This is an optimization exercise on Yosys and OpenROAD, whose aim is small area and few clock cycles per item, not a production implementation.
The RTL was checked by simulation tests, not by an equivalence proof against the original design.
Power and IR drop assume default switching activity.

==> flow/design.v <==
package bfp_pkg;
  localparam logic [3:0] COMP_METH_BFP = 4'd1;
  localparam int         RB_SAMPLES    = 24;
  localparam int         BEATS_PER_RB  = 6;
  function automatic logic [63:0] byte_reverse(input logic [63:0] d);
    for (int i = 0; i < 8; i++) byte_reverse[8*i +: 8] = d[56-8*i +: 8];
  endfunction
endpackage
module bfp_decomp (
  input  logic        clk,
  input  logic        rst,
  input  logic [63:0] s_axis_tdata,
  input  logic [7:0]  s_axis_tkeep,
  input  logic        s_axis_tvalid,
  output logic        s_axis_tready,
  input  logic        s_axis_tlast,
  input  logic [31:0] s_axis_tuser,
  output logic [63:0] m_axis_tdata,
  output logic [7:0]  m_axis_tkeep,
  output logic        m_axis_tvalid,
  output logic        m_axis_tlast,
  output logic [31:0] m_axis_tuser,
  input  logic [3:0]  ctrl_ud_comp_meth,
  input  logic [3:0]  ctrl_ud_iq_width
);
  logic        in_pkt_q, last_in_q, bfp_q, expd_q;
  logic [3:0]  iqw_q, exp_q;
  logic [2:0]  k_q;           
  logic [3:0]  r_q;           
  logic [6:0]  sh_q;          
  logic [59:0] beat_q;        
  logic [63:0] din;
  logic [123:0] cat;
  logic        acc, want_acc;
  logic        f_bfp, f_w15, f_ext, f_xo, f_eop;
  logic [3:0]  f_e, f_r;
  logic [6:0]  f_sh;
  logic        k5, xneed, ge_w, ge_w2, ge_2, m_xo, m_ext, lastseen, rb_left, nx;
  logic        fits_x, take_x, m_eop, cap;
  logic [4:0]  dw;
  logic [4:0]  wq5;
  logic [4:0]  xa;
  logic [3:0]  e_x;
  logic [1:0]  csel;
  logic [3:0]  rr [4];
  logic [3:0]  r_nxt, e_nxt;
  logic        bfp, ext, xo, eop;
  logic [3:0]  iqw, e;
  logic [4:0]  w;
  logic [6:0]  sh;
  logic [63:0] v;
  logic [63:3] v_q;           
  logic [3:0]  e_q2;
  logic [4:0]  ew_q2;
  logic [15:0] lo_keep, hi_fill;
  logic [3:0][15:0] smp;
  logic        unused_ok;
  assign unused_ok    = &{1'b0, s_axis_tkeep};
  assign m_axis_tkeep = 8'hFF;
  assign din = bfp_pkg::byte_reverse(s_axis_tdata);
  assign cat = {beat_q, din};
  assign f_bfp = (ctrl_ud_comp_meth == bfp_pkg::COMP_METH_BFP) && (ctrl_ud_iq_width != 4'd0);
  assign f_w15 = (ctrl_ud_iq_width == 4'd15);
  assign f_e   = f_bfp ? din[59:56] : 4'd0;
  assign f_ext = !f_bfp || !f_w15;
  assign f_xo  = f_bfp && f_w15;
  assign f_eop = !f_bfp && s_axis_tlast;
  assign f_r   = !f_bfp ? 4'd0 : f_w15 ? 4'd14 : 4'd14 - ctrl_ud_iq_width;
  assign f_sh  = f_bfp ? 7'd68 + {3'b0, ctrl_ud_iq_width} + {3'b0, f_e} : 7'd76;
  assign wq5   = bfp_q ? {1'b0, iqw_q} : 5'd16;
  assign k5    = (k_q == 3'd5);
  assign xneed = bfp_q && (k_q == 3'd0) && !expd_q;
  assign dw    = {1'b0, r_q} - {1'b0, iqw_q};
  assign ge_w  = !dw[4];
  assign ge_w2 = !dw[4] && (dw[3:1] != 3'd0);
  assign ge_2  = r_q >= 4'd2;
  assign want_acc = !in_pkt_q ? 1'b1 :
                    last_in_q ? 1'b0 :
                    !bfp_q    ? 1'b1 :
                    xneed     ? !ge_2 :
                    k5        ? !ge_w2 : !ge_w;
  assign s_axis_tready = want_acc;
  assign acc      = s_axis_tvalid && want_acc;
  assign m_xo     = xneed && (ge_2 || acc);
  assign m_ext    = !bfp_q ? acc : (!xneed && (ge_w || acc));
  assign lastseen = last_in_q || (acc && s_axis_tlast);
  assign rb_left  = acc ? (iqw_q == 4'd1 || iqw_q == 4'd2) : (iqw_q == 4'd1 && r_q >= 4'd9);
  assign nx       = !lastseen || rb_left;
  assign fits_x   = acc ? (dw != 5'b10001) : ge_w2;    
  assign take_x   = bfp_q && k5 && m_ext && nx && fits_x;
  assign m_eop    = m_ext && (bfp_q ? (k5 && !nx) : s_axis_tlast);
  assign cap      = m_xo || take_x;
  always_comb begin
    rr[0] = r_q;
    rr[1] = dw[3:0];
    rr[2] = dw[3:0] - 4'd2;
    rr[3] = r_q - 4'd2;
    csel = !bfp_q  ? 2'd0 :
           m_xo    ? 2'd3 :
           take_x  ? 2'd2 :
           m_ext   ? 2'd1 : 2'd0;
  end
  assign xa = 5'd16 - {1'b0, r_q} + (k5 ? {1'b0, iqw_q} : 5'd0);
  always_comb begin
    logic [123:0] s;
    s = cat;
    for (int k = 4; k >= 0; k--) if (xa[k]) s = s << (4 << k);
    e_x = s[123:120];
  end
  assign r_nxt = in_pkt_q ? rr[csel] : f_r;
  assign e_nxt = in_pkt_q ? (cap ? e_x : exp_q) : f_e;
  assign bfp = in_pkt_q ? bfp_q : f_bfp;
  assign iqw = in_pkt_q ? iqw_q : ctrl_ud_iq_width;
  assign w   = bfp ? {1'b0, iqw} : 5'd16;
  assign e   = in_pkt_q ? (bfp_q ? exp_q : 4'd0) : f_e;
  assign sh  = in_pkt_q ? sh_q : f_sh;
  assign ext = acc && !in_pkt_q ? f_ext : m_ext && in_pkt_q;
  assign xo  = in_pkt_q ? m_xo : (acc && f_xo);
  assign eop = in_pkt_q ? m_eop : (acc && f_eop);
  always_comb begin
    logic [139:0] s;
    s = {16'd0, cat};
    for (int k = 6; k >= 0; k--) if (sh[k]) s = s << (1 << k);
    v = s[139:76];
  end
  always_comb begin
    for (int j = 0; j < 16; j++) begin
      lo_keep[j] = (5'(j) >= {1'b0, e_q2});
      hi_fill[j] = (5'(j) >= ew_q2);
    end
  end
  always_comb begin
    for (int i = 0; i < 4; i++) begin
      logic [63:0] s;
      logic [15:0] f;
      logic        t;
      s = {v_q, 3'b000};
      for (int k = 3; k >= 0; k--) if (iqw_q[k]) s = s << (i << k);
      f  = (bfp_q || i == 0) ? s[63:48] : beat_q[63-16*i -: 16];
      t = 1'b0;
      for (int j = 0; j < 16; j++) begin
        t = hi_fill[j] ? t : f[j];
        smp[i][j] = lo_keep[j] & t;
      end
    end
  end
  always_ff @(posedge clk or posedge rst) begin
    if (rst) begin
      in_pkt_q      <= 1'b0;
      last_in_q     <= 1'b0;
      expd_q        <= 1'b0;
      k_q           <= '0;
      r_q           <= '0;
      m_axis_tvalid <= 1'b0;
      m_axis_tlast  <= 1'b0;
    end else begin
      m_axis_tvalid <= ext;
      m_axis_tlast  <= eop;
      if (acc) in_pkt_q <= 1'b1;
      if (acc && s_axis_tlast) last_in_q <= 1'b1;
      if (!in_pkt_q) begin
        if (acc) begin
          r_q    <= f_r;
          expd_q <= f_xo;
          k_q    <= (f_bfp && !f_xo) ? 3'd1 : 3'd0;
        end
      end else begin
        r_q <= rr[csel];
        if (cap) expd_q <= 1'b1;
        else if (m_ext) expd_q <= 1'b0;
        if (m_ext && bfp_q) k_q <= k5 ? 3'd0 : k_q + 3'd1;
      end
      if (eop) begin
        in_pkt_q  <= 1'b0;
        last_in_q <= 1'b0;
        expd_q    <= 1'b0;
        k_q       <= '0;
        r_q       <= '0;
      end
    end
  end
  assign m_axis_tdata = bfp_pkg::byte_reverse({smp[0], smp[1], smp[2], smp[3]});
  always_ff @(posedge clk) begin
    if (!in_pkt_q) begin
      bfp_q        <= f_bfp;
      iqw_q        <= ctrl_ud_iq_width;
      m_axis_tuser <= s_axis_tuser;
    end
    exp_q <= e_nxt;
    sh_q  <= {1'b0, ~r_nxt, 2'b00} + {2'b0, w} + {3'b0, e_nxt};
    if (acc) beat_q <= din[59:0];
    v_q   <= v[63:3];
    e_q2  <= e;
    ew_q2 <= {1'b0, e} + w;
  end
endmodule
==> flow/flow/run.sh <==
#!/bin/bash
# The standard layout (standard.sh), with two changes to how it is made:
#  - Yosys's ABC maps the logic with an area-oriented script (flow/abc_area.script,
#    used in place of ORFS's abc_area.script; ABC_AREA is 1). Registers are
#    mapped before ABC runs, so they are the standard synthesis's.
#  - the port buffers are sky130_fd_sc_hd__buf_1 cells.
# Each tool's output is in orfs/logs; standard.sh's own output in standard_flow.log.
set -euo pipefail
here=$(pwd)
rm -rf "$here/orfs_scripts"
cp -r "$FLOW_HOME/scripts" "$here/orfs_scripts"
cp "$here/flow/abc_area.script" "$here/orfs_scripts/abc_area.script"
export SCRIPTS_DIR="$here/orfs_scripts"
export BUFFER_PORTS_ARGS="-buffer_cell sky130_fd_sc_hd__buf_1"
bash standard.sh > standard_flow.log 2>&1
==> flow/flow/abc_area.script <==
strash
&get -n
&deepsyn -T 20
&put
dch
amap
topo
stime -c
==> flow/standard.sh <==
#!/bin/bash
# synth_recipe.tcl (not shown) runs the flow's synth.tcl, then flattens the netlist and writes it again
# the make line also repeats each setting of config.mk as NAME=value (left out here)
make -C /OpenROAD-flow-scripts/flow DESIGN_CONFIG=/design/flow/config.mk WORK_HOME=/design/flow/orfs CLKGATE_MAP_FILE= SYNTH_SCRIPT=/design/flow/synth_recipe.tcl "${@:-finish}"
==> flow/config.mk <==
export PLATFORM = sky130hd
export DESIGN_NAME = bfp_decomp
export DESIGN_NICKNAME = bfp_decomp
export VERILOG_FILES = /design/flow/design.v
export SDC_FILE = /design/flow/constraint.sdc
export NUM_CORES = 4
export LEC_CHECK = 0
export ABC_AREA = 1
export CAP_MARGIN = 20
export CORE_MARGIN = 2
export CORE_UTILIZATION = 40
export CTS_BUF_LIST = sky130_fd_sc_hd__clkbuf_8
export CTS_CLUSTER_SIZE = 10
export SLEW_MARGIN = 20
==> flow/constraint.sdc <==
create_clock -name core_clock -period 8.0 [get_ports {clk}]
set_input_delay 1.6000 -clock core_clock [delete_from_list [all_inputs] [get_ports {clk}]]
set_output_delay 1.6000 -clock core_clock [all_outputs]
set_load 0.01 [all_outputs]
==> results of run 1 <==
metal layers:
metal | vias to the layer above | track usage [%]
li1 | 7930 | -
met2 | 1251 | 58.02
met4 | 0 | 19.29
met5 | - | 0
met1 | 8451 | 53.18
met3 | 147 | 6.947
cell families (layout without fill, tap and decap cells):
kind of cell    Yosys count  in the layout  synth area share, %
flops                   190            190                33.57
buf+inv                 181            466                4.977
compound gates          852            852                39.71
simple gates            609            609                17.92
fa+ha+maj                39             39                3.792
other cells               1              8              0.02631
sequential cells by signal (all words and copies together) (netlist names), 3 cells and up:
register	flops
beat_q	60
r_q	4
m_axis_tuser	32
v_q	61
ew_q2	5
exp_q	4
iqw_q	4
k_q	3
sh_q	7
e_q2	4
cells in the final DEF, fill, tap and decap left out, types with 10 or more instances in the layout:
cell type	count
a211oi_1	12
a222oi_1	25
nand3_1	10
o22ai_1	346
o21ai_0	132
clkinv_1	164
o32ai_1	25
o221ai_1	11
and3_1	19
a22oi_1	13
a221oi_1	51
o32a_1	13
a2111oi_0	13
nor3_1	34
dfrtp_1	12
nor2b_1	39
dfxtp_1	86
or2_0	12
o22a_1	16
edfxtp_1	92
clkbuf_8	17
a21oi_1	110
nor2_1	390
buf_1	206
ha_1	32
nand2_1	85
buf_4	53
per-stage QoR:
step | std cells | hold slack [ps]
floorplan | 1879 | 444.2
finish | 2625 | 534.5
CTS | 2625 | 525.7
global route | 2625 | 566.7
global placement | 2593 | 477.2
detailed placement | 2593 | 501.1
cells in the mapped netlist, drive strengths merged, types with 15 or more instances:
| cell type | instances |
|---|---|
| nor2b | 39 |
| edfxtp | 92 |
| nor3 | 34 |
| and3 | 19 |
| nor2 | 396 |
| a22oi | 15 |
| a21oi | 112 |
| ha | 32 |
| o21ai | 136 |
| clkinv | 173 |
| nand2 | 85 |
| dfxtp | 86 |
| a221oi | 51 |
| a222oi | 25 |
| o22ai | 348 |
| o32ai | 25 |
| o22a | 16 |
final timing paths:
check	to	slack, ps
setup / recovery	m_axis_tdata[39]	340
hold / removal	expd_q	530
setup reg to reg	sh_q[6]	930
hold reg to reg	expd_q	530
max in group asynchronous	r_q[1]	6750
min in group asynchronous	r_q[0]	990
layout make-up:
class                   count  area share [%]
repair buffers            261           7.362
well taps                 461           3.506
clock buffers              17           1.422
inverters                 173           4.016
clock inverters            15          0.6921
flip-flops and latches    190           29.08
multi-input cells        1508           53.92
power groups by stage:
stage                     Sequential [uW]  Combinational, uW  Clock [uW]
after global placement               1750               6290           0
after detailed placement             1740               6300           0
after global routing                 1760               6970         650
final                                1750               6570         607
after floorplan                      1650               3900           0
after CTS                            1720               6330         615
worst max-delay path, stage by stage, from the launching register on:
cell and delay [ps]:
dfxtp_1 460, clkinvlp_4 280, nor2_1 160, buf_4 190, clkinvlp_4 240, nor2_1 160
nor3_1 60, o31ai_1 70, o21ai_0 210, o21ai_0 320, nor2_1 70, nor3_1 300
o32a_1 240, o32a_1 180, o32a_1 190, o22ai_1 120, o22ai_1 380, a21oi_1 170
o32ai_1 200, o22ai_1 210, a21oi_1 250, o21a_1 180, nor2_1 50, a21oi_1 190
o22ai_1 120, o21ai_1 250, o21ai_0 120, buf_1 160
==> impl_metrics.py, run 1 <==
metrics = {
    "outcome": {
        "status": "no timing/DRC/antenna violations",
    },
    "synthesis": {
        "async_reset_ff_share_pct": 6.316,
        "synthCells": 1872,
        "yosysTopAreaCell": "edfxtp_1",
        "yosysSeqAreaShare_pct": 33.57,
        "synth_area_leaders": "edfxtp_1 19%, o22ai_1 15%, dfxtp_1 12%, nor2_1 10%, o21ai_0 4.8%",
        "yosysWarnings": 3,
        "ys_ff_latch": 190,
        "synth_top_cell_area_share_pct": 19.38,
        "synth_area_um2": 14250,
        "synth-edff-count": 92,
        "synthDistinctLibCells": 52,
        "avgSynthCellArea_um2": 7.614,
        "synth_top_flop_cell": "edfxtp_1",
    },
    "drt": {
        "wl_per_cell_um": 27.86,
        "met1_length_mm": 30.09,
        "ant_nets": 0,
        "post-route-drc-count": 0,
        "post_drt_via_cell_ratio": 6.773,
        "wl_mm": 73.14,
        "met3_length_mm": 7.686,
        "drt_pass1_iterations": 6,
        "via_count": 17780,
        "met2_length_mm": 31.55,
        "drtIter0Drc": 2446,
        "top_layer": "met4",
    },
    "setup_path": {
        "startpoint_type": "register",
        "r2r_start": "k_q[0]",
        "crit_type": "register to output pin",
        "worstRegToRegCells": 26,
        "crit_path_max_fanout": 14,
        "critPathArrivalTime_ps": 6060,
        "cp-startpoint": "iqw_q[2]",
        "cp-end-kind": "output pin",
        "required_ps": 6400,
    },
    "pwr": {
        "intPower_uw": 3651,
        "powerDensity_nw_per_um2": 542.6,
        "comb_power_share_pct": 73.6,
        "p_sw_share_pct": 59.10,
        "clkPwrFrac_pct": 6.8,
        "pwr-share-seq_pct": 19.6,
        "fin_total_pwr_uw": 8926,
        "ir_drop_mv": 0.2695,
        "static-leakage-power_uw": 0.005607,
        "p_switching_uw": 5275,
    },
    "placed_design": {
        "hpwl_mm": 58.62,
        "place_ws_ps": 794.9,
        "post_dp_cell_area_um2": 16090,
        "io_buffers": 206,
        "gp_congestion": 1.101,
    },
    "timing": {
        "setup-tns-final_ps": 0,
        "worstMarginPinSlew_ps": 1083,
        "fin_skew_ps": 25.81,
        "fin_crit_ps": 7662,
        "fmax_mhz": 130.5,
        "post-route-period-util_pct": 95.78,
        "hold_viol": 0,
        "slew_headroom_pct": 27.03,
        "setup_viol_count_final": 0,
        "layout_setup_ws_ps": 337.6,
        "rsz0062_at_grt": "false",
        "drv_slew": 0,
    },
    "floorplanning": {
        "die_y_um": 192.8,
        "io_pins": 223,
        "die_w_um": 192.8,
        "die_area_um2": 37160,
        "num_rows": 69,
        "initial_utilization_pct": 40.37,
        "coreArea_um2": 35310,
    },
    "clock_network": {
        "cts_made_buffers": 17,
        "clk_path_buf_depth": 2,
        "cts_num_sinks": 190,
        "path_clk_slew_ps": 100,
        "root_buffer": "clkbuf_8",
        "clock_latency_ps": 520,
        "cts_tree": "done",
        "ctsResizeCount": 0,
        "htreeDepth": 4,
        "post-cts-setup-buffer-count": 0,
        "postCtsHoldBufs": 0,
    },
    "hold_path": {
        "hold_start": "expd_q",
        "hold_depth": 2,
        "hold_class": "register to register",
    },
    "final_layout": {
        "nNetsFinal": 2306,
        "multiInputGateArea_um2": 8871,
        "fillCellCount": 3715,
        "syn_to_final_growth_pct": 15.42,
        "final_cell_area_um2": 16450,
        "diodes": 0,
        "drive_gt1_share_pct": 4.898,
        "area.sequential_um2": 4785,
        "final_core_utilization_pct": 46.59,
    },
    "grt": {
        "track_usage_pct": 38.66,
        "antenna_found_initial": 4,
        "grt_pass1_wl_mm": 104.3,
        "grt_max_degree": 66,
        "grt_pass1_vias": 15850,
        "grt-ovfl-total": 0,
    },
    "flow_run": {
        "cap_violations": 0,
    },
}
Testbench counts, summed over its fixed seeds: cycles 10,627, items 10,579.
==> run 2, diff against run 1 <==
--- a/flow/config.mk
+++ b/flow/config.mk
@@ -10,5 +10,4 @@
 export CORE_MARGIN = 2
 export CORE_UTILIZATION = 40
 export CTS_BUF_LIST = sky130_fd_sc_hd__clkbuf_8
-export CTS_CLUSTER_SIZE = 10
 export SLEW_MARGIN = 20
==> impl_metrics.py, run 2 <==
metrics = {
    "timing": {
        "post-route-period-util_pct": 95.78,
        "fin_skew_ps": 25.81,
        "fmax_mhz": 130.5,
        "setup_viol_count_final": 0,
        "rsz0062_at_grt": "false",
        "worstMarginPinSlew_ps": 1083,
        "drv_slew": 0,
        "setup-tns-final_ps": 0,
        "hold_viol": 0,
        "slew_headroom_pct": 27.03,
        "fin_crit_ps": 7662,
    },
    "drt": {
        "wl_per_cell_um": 27.86,
        "post-route-drc-count": 0,
        "ant_nets": 0,
        "drt_pass1_iterations": 6,
        "drtIter0Drc": 2446,
        "wl_mm": 73.14,
        "via_count": 17780,
        "post_drt_via_cell_ratio": 6.773,
    },
    "setup_path": {
        "cpMaxStageDelayCell": "dfxtp_1",
        "crit_path_max_fanout": 14,
        "cp-end-kind": "output pin",
        "path_buf_inv": 4,
        "required_ps": 6400,
        "crit_family": "compound AO/OA/AOI/OAI gates",
        "cp-startpoint": "iqw_q[2]",
        "startpoint_type": "register",
        "r2r_start": "k_q[0]",
        "crit_type": "register to output pin",
        "slowest_delay_ps": 460,
        "critPathArrivalTime_ps": 6060,
    },
    "final_layout": {
        "diodes": 0,
        "final_cell_mix": "390 x nor2_1, 346 x o22ai_1, 206 x buf_1",
        "top_register": "v_q",
        "largest_register_ffs": 61,
        "syn_to_final_growth_pct": 15.42,
        "final_common_cell": "nor2_1",
        "drive_gt1_share_pct": 4.898,
        "nNetsFinal": 2306,
        "fillCellCount": 3715,
        "reg_top3": "v_q: 61 flops, beat_q: 60 flops, m_axis_tuser: 32 flops",
    },
    "clock_network": {
        "path_clk_slew_ps": 100,
        "root_buffer": "clkbuf_8",
        "clock_latency_ps": 520,
        "htreeDepth": 4,
        "clk_path_buf_depth": 2,
        "postCtsHoldBufs": 0,
        "cts_tree": "done",
        "cts_num_sinks": 190,
        "cts_made_buffers": 17,
    },
    "synthesis": {
        "yosysWarnings": 3,
        "synth_top_flop_cell": "edfxtp_1",
        "yosysSeqAreaShare_pct": 33.57,
        "synth_area_um2": 14250,
        "avgSynthCellArea_um2": 7.614,
        "synth_area_leaders": "edfxtp_1 19%, o22ai_1 15%, dfxtp_1 12%, nor2_1 10%, o21ai_0 4.8%",
        "yosysTopAreaCell": "edfxtp_1",
        "synth-edff-count": 92,
        "synthCells": 1872,
        "synth_commonest_cells": "396 x nor2_1, 348 x o22ai_1, 173 x clkinv_1",
        "synthDistinctLibCells": 52,
        "ys_ff_latch": 190,
        "yosysMostFrequentCell": "nor2_1",
        "async_reset_ff_share_pct": 6.316,
        "synth_top_cell_area_share_pct": 19.38,
    },
    "outcome": {
        "status": "no timing/DRC/antenna violations",
    },
    "pwr": {
        "static-leakage-power_uw": 0.005607,
        "fin_total_pwr_uw": 8926,
        "ir_drop_mv": 0.2695,
        "powerDensity_nw_per_um2": 542.6,
    },
    "placed_design": {
        "io_buffers": 206,
        "hpwl_mm": 58.62,
        "gp_congestion": 1.101,
    },
    "floorplanning": {
        "num_rows": 69,
        "coreArea_um2": 35310,
        "die_y_um": 192.8,
        "initial_utilization_pct": 40.37,
        "die_area_um2": 37160,
        "io_pins": 223,
        "die_w_um": 192.8,
    },
    "grt": {
        "antenna_found_initial": 4,
        "track_usage_pct": 38.66,
        "grt_max_degree": 66,
        "grt_pass1_vias": 15850,
        "grt-ovfl-total": 0,
        "grt_pass1_wl_mm": 104.3,
    },
    "hold_path": {
        "hold_start": "expd_q",
        "hold_class": "register to register",
    },
    "flow_run": {
        "cap_violations": 0,
    },
}
[run 2: final timing paths]
check	to	depth (start not counted)	slack [ps]
worst min-delay path	expd_q	2	530
min in group asynchronous	r_q[0]	2	990
worst min register to register	expd_q	2	530
worst max-delay path	m_axis_tdata[39]	27	340
worst max register to register	sh_q[6]	26	930
max in group asynchronous	r_q[1]	2	6750
[run 2: area by class of cell]
type,count,area (um^2),area share [%]
multi-input cells,1508,8871,53.92
well taps,461,576.8,3.506
flip-flops and latches,190,4785,29.08
repair buffers,261,1211,7.362
inverters,173,660.6,4.016
clock buffers,17,234.0,1.422
clock inverters,15,113.9,0.6921
[run 2: power by group]
group / switching [uW] / leakage [uW] / internal (uW) / total, uW
Combinational: 4550 / 0.00367 / 2030 / 6570
Clock: 387 / 0.000193 / 220 / 607
Sequential: 343 / 0.00175 / 1400 / 1750
[run 2: stage by stage]
stage / setup WS (ps) / std cells / hold slack [ps] / area [um^2] / utilization, %
CTS: 222.5 / 2625 / 525.7 / 16440 / 46.56
global placement: 889.9 / 2593 / 477.2 / 16090 / 45.57
finish: 337.6 / 2625 / 534.5 / 16450 / 46.59
global route: 24.29 / 2625 / 566.7 / 16450 / 46.59
detailed placement: 794.9 / 2593 / 501.1 / 16090 / 45.57
floorplan: 1.101 / 1879 / 444.2 / 14330 / -
[run 2: logic make-up (layout without fill, tap and decap cells)]
kind of cell | count (synthesis) | in the layout | share of synthesized area [%]
adders and majority gates | 39 | 39 | 3.792
other | 1 | 8 | 0.02631
AOI/OAI and AO/OA | 852 | 852 | 39.71
and+or+nand+nor | 609 | 609 | 17.92
buffers and inverters | 181 | 466 | 4.977
DFF | 190 | 190 | 33.57
[run 2: worst register-to-register path: stages, from the launching register on]
cell and delay [ps]:
dfrtp_1 380, clkinv_1 120, nor2_1 310, nand2_1 210, nor2_1 220, ha_1 270
a21o_1 170, a21oi_1 170, o21ai_0 260, nor2_1 770, clkinv_1 860, nor2b_1 280
a221oi_1 70, clkinv_1 70, a211oi_1 40, a311oi_1 690, o21ai_0 260, nand3_1 360
a221o_1 230, ha_1 230, ha_1 220, a21oi_1 140, nor2_1 70, nor2_1 130
nor2_1 80, o21a_1 160, or2_0 200
[run 2: timing repair]
item / CTS / global route
resized for setup: 0 / 9
setup endpoints to repair: 0 / 10
buffers inserted: 0 / 0
[run 2: layer usage]
layer	GRT usage (%)	vias up	wire (um)
met5	0	-	0
met4	19.29	0	3810
met3	6.947	147	7686
met2	58.02	1251	31550
met1	53.18	8451	30090
li1	-	7930	-
==> run 3, diff against run 2 <==
--- a/flow/config.mk
+++ b/flow/config.mk
@@ -10,4 +10,5 @@
 export CORE_MARGIN = 2
 export CORE_UTILIZATION = 40
 export CTS_BUF_LIST = sky130_fd_sc_hd__clkbuf_8
+export CTS_CLUSTER_DIAMETER = 40
 export SLEW_MARGIN = 20
==> impl_metrics.py, run 3 <==
metrics = {
    "outcome": {
        "status": "no timing/DRC/antenna violations",
    },
    "synthesis": {
        "ys_ff_latch": 190,
        "synthCells": 1872,
        "synth_area_leaders": "edfxtp_1 19%, o22ai_1 15%, dfxtp_1 12%, nor2_1 10%, o21ai_0 4.8%",
        "yosysTopAreaCell": "edfxtp_1",
        "avgSynthCellArea_um2": 7.614,
        "yosysWarnings": 3,
        "synth_commonest_cells": "396 x nor2_1, 348 x o22ai_1, 173 x clkinv_1",
        "synth-edff-count": 92,
        "yosysSeqAreaShare_pct": 33.57,
        "synth_top_cell_area_share_pct": 19.38,
        "synth_area_um2": 14250,
        "synth_top_flop_cell": "edfxtp_1",
        "yosysMostFrequentCell": "nor2_1",
        "async_reset_ff_share_pct": 6.316,
        "synthDistinctLibCells": 52,
    },
    "timing": {
        "worstMarginPinSlew_ps": 1083,
        "hold_viol": 0,
        "post-route-period-util_pct": 95.78,
        "setup_viol_count_final": 0,
        "drv_slew": 0,
        "fmax_mhz": 130.5,
        "setup-tns-final_ps": 0,
        "fin_skew_ps": 25.81,
        "fin_crit_ps": 7662,
        "hold_slack_ps": 534.5,
        "slew_headroom_pct": 27.03,
        "rsz0062_at_grt": "false",
    },
    "setup_path": {
        "crit_path_max_fanout": 14,
        "startpoint_type": "register",
        "critPathArrivalTime_ps": 6060,
        "required_ps": 6400,
        "cp-end-kind": "output pin",
        "worstRegToRegCells": 26,
        "crit_type": "register to output pin",
    },
    "hold_path": {
        "hold_depth": 2,
        "hold_class": "register to register",
    },
    "final_layout": {
        "largest_register_ffs": 61,
        "syn_to_final_growth_pct": 15.42,
        "fin_cells": 2625,
        "drive_gt1_share_pct": 4.898,
        "top_register": "v_q",
        "diodes": 0,
        "final_cell_mix": "390 x nor2_1, 346 x o22ai_1, 206 x buf_1",
        "reg_top3": "v_q: 61 flops, beat_q: 60 flops, m_axis_tuser: 32 flops",
        "final_common_cell": "nor2_1",
        "nNetsFinal": 2306,
    },
    "drt": {
        "ant_nets": 0,
        "via_count": 17780,
        "drtIter0Drc": 2446,
        "post_drt_via_cell_ratio": 6.773,
        "post-route-drc-count": 0,
        "drt_pass1_iterations": 6,
        "wl_per_cell_um": 27.86,
        "wl_mm": 73.14,
    },
    "placed_design": {
        "io_buffers": 206,
        "gp_congestion": 1.101,
        "hpwl_mm": 58.62,
        "place_inst": 2593,
    },
    "pwr": {
        "powerDensity_nw_per_um2": 542.6,
        "static-leakage-power_uw": 0.005607,
        "comb_power_share_pct": 73.6,
        "ir_drop_mv": 0.2695,
        "p_sw_share_pct": 59.10,
        "p_switching_uw": 5275,
        "pwr-share-seq_pct": 19.6,
        "clkPwrFrac_pct": 6.8,
        "intPower_uw": 3651,
        "fin_total_pwr_uw": 8926,
    },
    "clock_network": {
        "cts_made_buffers": 17,
        "clock_latency_ps": 520,
        "path_clk_slew_ps": 100,
        "root_buffer": "clkbuf_8",
        "clk_path_buf_depth": 2,
        "post-cts-setup-buffer-count": 0,
        "ctsResizeCount": 0,
        "cts_num_sinks": 190,
        "cts_tree": "done",
        "postCtsHoldBufs": 0,
        "htreeDepth": 4,
    },
    "grt": {
        "antenna_found_initial": 4,
        "track_usage_pct": 38.66,
        "grt-ovfl-total": 0,
        "grt_pass1_vias": 15850,
        "grt_max_degree": 66,
        "grt_pass1_wl_mm": 104.3,
    },
    "flow_run": {
        "cap_violations": 0,
    },
    "floorplanning": {
        "io_pins": 223,
        "coreArea_um2": 35310,
        "die_area_um2": 37160,
        "initial_utilization_pct": 40.37,
        "die_w_um": 192.8,
        "num_rows": 69,
        "die_y_um": 192.8,
    },
}
## run 3: cell counts after synthesis
No cell type changed its count.
## run 3: area by class of cell
type | instances | area (um^2)
fill | 3715 | 18860
multi-input combinational | 1508 | 8871
sequential | 190 | 4785
timing repair buffer | 261 | 1211
inverter | 173 | 660.6
tap | 461 | 576.8
clock buffer | 17 | 234.0
clock inverter | 15 | 113.9
## run 3: final timing paths
kind,start,end,slack [ps]
worst max-delay path,iqw_q[2],m_axis_tdata[39],340
worst min-delay path,expd_q,expd_q,530
worst max register to register,k_q[0],sh_q[6],930
worst min register to register,expd_q,expd_q,530
max in group asynchronous,rst,r_q[1],6750
min in group asynchronous,rst,r_q[0],990
## run 3: power groups by stage
stage / registers [uW] / clock network [uW] / logic [uW]
detailed placement: 1740 / 0 / 6300
finish: 1750 / 607 / 6570
CTS: 1720 / 615 / 6330
global placement: 1750 / 0 / 6290
global route: 1760 / 650 / 6970
floorplan: 1650 / 0 / 3900
## run 3: worst max-delay path, cell delays in order (launching register included)
cell and delay [ps]:
dfxtp_1 460, clkinvlp_4 280, nor2_1 160, buf_4 190
clkinvlp_4 240, nor2_1 160, nor3_1 60, o31ai_1 70
o21ai_0 210, o21ai_0 320, nor2_1 70, nor3_1 300
o32a_1 240, o32a_1 180, o32a_1 190, o22ai_1 120
o22ai_1 380, a21oi_1 170, o32ai_1 200, o22ai_1 210
a21oi_1 250, o21a_1 180, nor2_1 50, a21oi_1 190
o22ai_1 120, o21ai_1 250, o21ai_0 120, buf_1 160
## run 3: stage by stage
stage	cell area, um^2	util (%)	setup WS, ps
after global routing	16450	46.59	24.29
after detailed placement	16090	45.57	794.9
after global placement	16090	45.57	889.9
final	16450	46.59	337.6
after CTS	16440	46.56	222.5
after floorplan	14330	-	1.101
## run 3: kinds of logic after synthesis
family          count (synthesis)  synth area share, %
compound gates                852                39.71
simple gates                  609                17.92
flops                         190                33.57
buf+inv                       181                4.977
fa+ha+maj                      39                3.792
other cells                     1              0.02631
## run 3: layer usage
layer,vias up,GRT usage (%),share of wire [%]
li1,7930,-,-
met1,8451,53.18,41
met2,1251,58.02,43
met3,147,6.947,11
met4,0,19.29,5.2
met5,-,0,0

[separate check: timing with driven ports]
In the flow no input, the clock included, has a driving cell. The finished layouts below were timed again as built, in two steps. Step 1 assumes that a clkbuf_16 drives the clock port and a buf_2 every other input. Step 2 also shifts input and output timing later by t, the mid clock arrival at the registers, as if the neighbouring blocks saw the same clock. Three values: no drivers, after step 1, after step 2; two values: the first two.
run | shift t [ns] | slack for setup (ns) | worst hold slack (ns)
run 1 | 0.562 | 0.338 / 0.287 / 0.777 | 0.534 / 0.534 / 0.534
run 2 | 0.562 | 0.338 / 0.287 / 0.777 | 0.534 / 0.534 / 0.534
run 3 | 0.562 | 0.338 / 0.287 / 0.777 | 0.534 / 0.534 / 0.534
After both steps every run listed still meets setup and hold.
